What follows belongs to an exercise in optimizing a design on an open flow for small area; a production flow would make more cautious choices.
Only simulation tests tie the RTL to the original design; equivalence was not proved.
Power is estimated from default activity; no workload was simulated.

// cdp_rdma_ig
module cdp_rdma_ig (
  input  logic                                  nvdla_core_clk,
  input  logic                                  nvdla_core_rstn,
  input  logic                                  op_en,
  input  cdp_rdma_cfg_pkg::cdp_rdma_cfg_t       cfg,
  input  logic                                  eg2ig_done,
  output logic                                  dma_req_valid,
  input  logic                                  dma_req_ready,
  output cdp_rdma_req_pkg::dma_rd_req_t         dma_req_pd,
  output logic                                  cq_valid,
  input  logic                                  cq_ready,
  output cdp_rdma_req_pkg::cq_entry_t           cq_pd,
  output logic [cdp_rdma_cfg_pkg::perf_w_c-1:0] perf_stall_d0,
  output logic [cdp_rdma_cfg_pkg::perf_w_c-1:0] perf_stall_d1
);
  localparam int lo_w = 46;
  logic           active;
  logic           hold;
  logic           layer_flag;
  logic           go;
  logic           layer_done;
  logic           last_c;
  logic           last_w;
  logic           last_h;
  logic [7:0]     c_cnt;
  logic [9:0]     w_cnt;
  logic [12:0]    h_cnt;
  logic [9:0]     w_inc;
  logic [lo_w-1:0] req_lo;
  ...
Size: ~220 flip-flops, about 310 I/O pins, about 0.010 mm2 of cells after synthesis.
Settings: LEC_CHECK=0, CAP_MARGIN=20, CORE_MARGIN=2, CORE_UTILIZATION=75, SETUP_SLACK_MARGIN=0.3, SLEW_MARGIN=20; clock period 6.0 ns.
standard.sh (not shown) runs the stock make flow with config.mk's settings and CLKGATE_MAP_FILE= SYNTH_SCRIPT=/design/flow/synth_recipe.tcl, a recipe that flattens the netlist after the stock synthesis.
==> flow/flow/run.sh <==
#!/bin/bash
# Standard ORFS layout (standard.sh) with these changes:
#  - synthesis: the standard flow's synthesis script, but abc maps with an
#    area-oriented script (flow/abc_map.script); see flow/synth.tcl
#  - port buffers use the smallest buffer (buf_1) instead of clkdlybuf4s50_1
#  - clock tree: sink clusters of up to 16 within 80 um, clkbuf_8, no dummy loads
set -euo pipefail
here=$(pwd)
export FLOW_ABC_SCRIPT=$here/flow/abc_map.script
bash standard.sh \
  "SYNTH_SCRIPT=$here/flow/synth.tcl" \
  'BUFFER_PORTS_ARGS=-buffer_cell sky130_fd_sc_hd__buf_1' \
  'CTS_ARGS=-sink_clustering_enable -repair_clock_nets -dont_use_dummy_load -sink_clustering_size 16 -sink_clustering_max_diameter 80 -buf_list sky130_fd_sc_hd__clkbuf_8' \
  finish > flow_make.log 2>&1
==> flow/flow/abc_map.script <==
&get -n
&st
&dch -f
&nf -a -R 1000
&put
mfs3 -a
topo
stime -c
==> flow/flow/synth.tcl <==
# The standard synthesis script (synth_recipe.tcl), with one change:
# the abc call maps with flow/abc_map.script (area-oriented &nf mapping, then mfs3 resubstitution)
# instead of ORFS's abc_speed.script. Registers are untouched by abc.
proc synth {args} { yosys synth -nofsm -noshare {*}$args }
proc abc {args} {
  set i [lsearch $args -script]
  if { $i >= 0 } { lset args [expr {$i + 1}] $::env(FLOW_ABC_SCRIPT) }
  yosys abc {*}$args
}
source $::env(SCRIPTS_DIR)/synth.tcl
# left out here: clear keep_hierarchy, flatten, clean up, hide names made inside functions, write 1_2_yosys.v
The first run passed the timing, design-rule and antenna checks.
Change:
- CORE_UTILIZATION: 75 -> 60
After rerunning: Die area came out higher by a quarter to a third. Clock-buffer cell count stays the same. Non-clock buffer count increases by 2. Routed wire length came out lower by roughly a tenth. Design area goes up slightly. Synthesized area stays the same.

Another version of the RTL of cdp_rdma_ig (not shown whole).
Size in the first run: ~260 flip-flops, ~310 I/O pins.
clock: 6.0 ns
lec_check: 0
cap_margin: 20
core_margin: 2
core_utilization: 40
setup_slack_margin: 0.3
slew_margin: 20
==> flow/flow/run.sh <==
#!/bin/bash
# Standard ORFS layout with two changes:
#  - port buffers use the smallest buffer (buf_1) instead of clkdlybuf4s50_1
#  - clock tree: larger sink clusters, clkbuf_8, no dummy loads
set -euo pipefail
bash standard.sh \
  'BUFFER_PORTS_ARGS=-buffer_cell sky130_fd_sc_hd__buf_1' \
  'CTS_ARGS=-sink_clustering_enable -repair_clock_nets -dont_use_dummy_load -sink_clustering_size 16 -sink_clustering_max_diameter 80 -buf_list sky130_fd_sc_hd__clkbuf_8' \
  finish > flow_make.log 2>&1
==> next run, changes <==
==> flow/flow/run.sh (replaced) <==
#!/bin/bash
# Standard ORFS layout with two changes:
#  - port buffers use the smallest buffer (buf_1) instead of clkdlybuf4s50_1
#  - clock tree: larger sink clusters, clkbuf_8, no dummy loads
set -euo pipefail
bash standard.sh \
  'BUFFER_PORTS_ARGS=-buffer_cell sky130_fd_sc_hd__buf_1' \
  'CTS_ARGS=-sink_clustering_enable -repair_clock_nets -dont_use_dummy_load -sink_clustering_size 30 -sink_clustering_max_diameter 150 -buf_list sky130_fd_sc_hd__clkbuf_16' \
  finish > flow_make.log 2>&1
What happened: The new run completed without violations; hold slack improves by 4.6 ps; synthesized cell count stays the same; total power increases slightly; core utilization is about the same; register-to-register slack loses 20 ps; wire length came out lower slightly; clock power rose by a few percent; via count is about the same; global-route usage decreases by 0.16 points.

-- static timing again, ports no longer ideal --
The results above use ideal ports. As a check the final layouts listed here were re-extracted and re-timed, cells and wires unchanged. Step 1, drivers: a clkbuf_16 drives nvdla_core_clk and a buf_2 each remaining input, both assumed. Step 2 times the ports against the registers' clock, not the clock port: input delays grow and output delays shrink by t, the midpoint of the rising clock arrivals with the driver on. a / b / c = ideal ports / drivers / drivers and shift; a / b = the first two.
run | shift t [ns] | setup slack, ns | worst slew at a driven data input, ns | pins driven straight from the clock port
the first run of note 1 | 0.532 | 0.555 / 0.568 / 0.036 | 0.07 | 1
the second run of note 1 | 0.537 | 0.581 / 0.602 / 0.065 | 0.08 | 1
the first run of note 2 | 0.562 | 0.707 / 0.696 / 0.133 | 0.11 | 1
the second run of note 2 | 0.515 | 0.635 / 0.628 / 0.113 | 0.10 | 1
After both steps setup and hold are still met in every run listed. For the first run of note 2, which loses most, drivers alone change the setup slack by -0.011 ns; drivers and shift together by -0.574 ns.
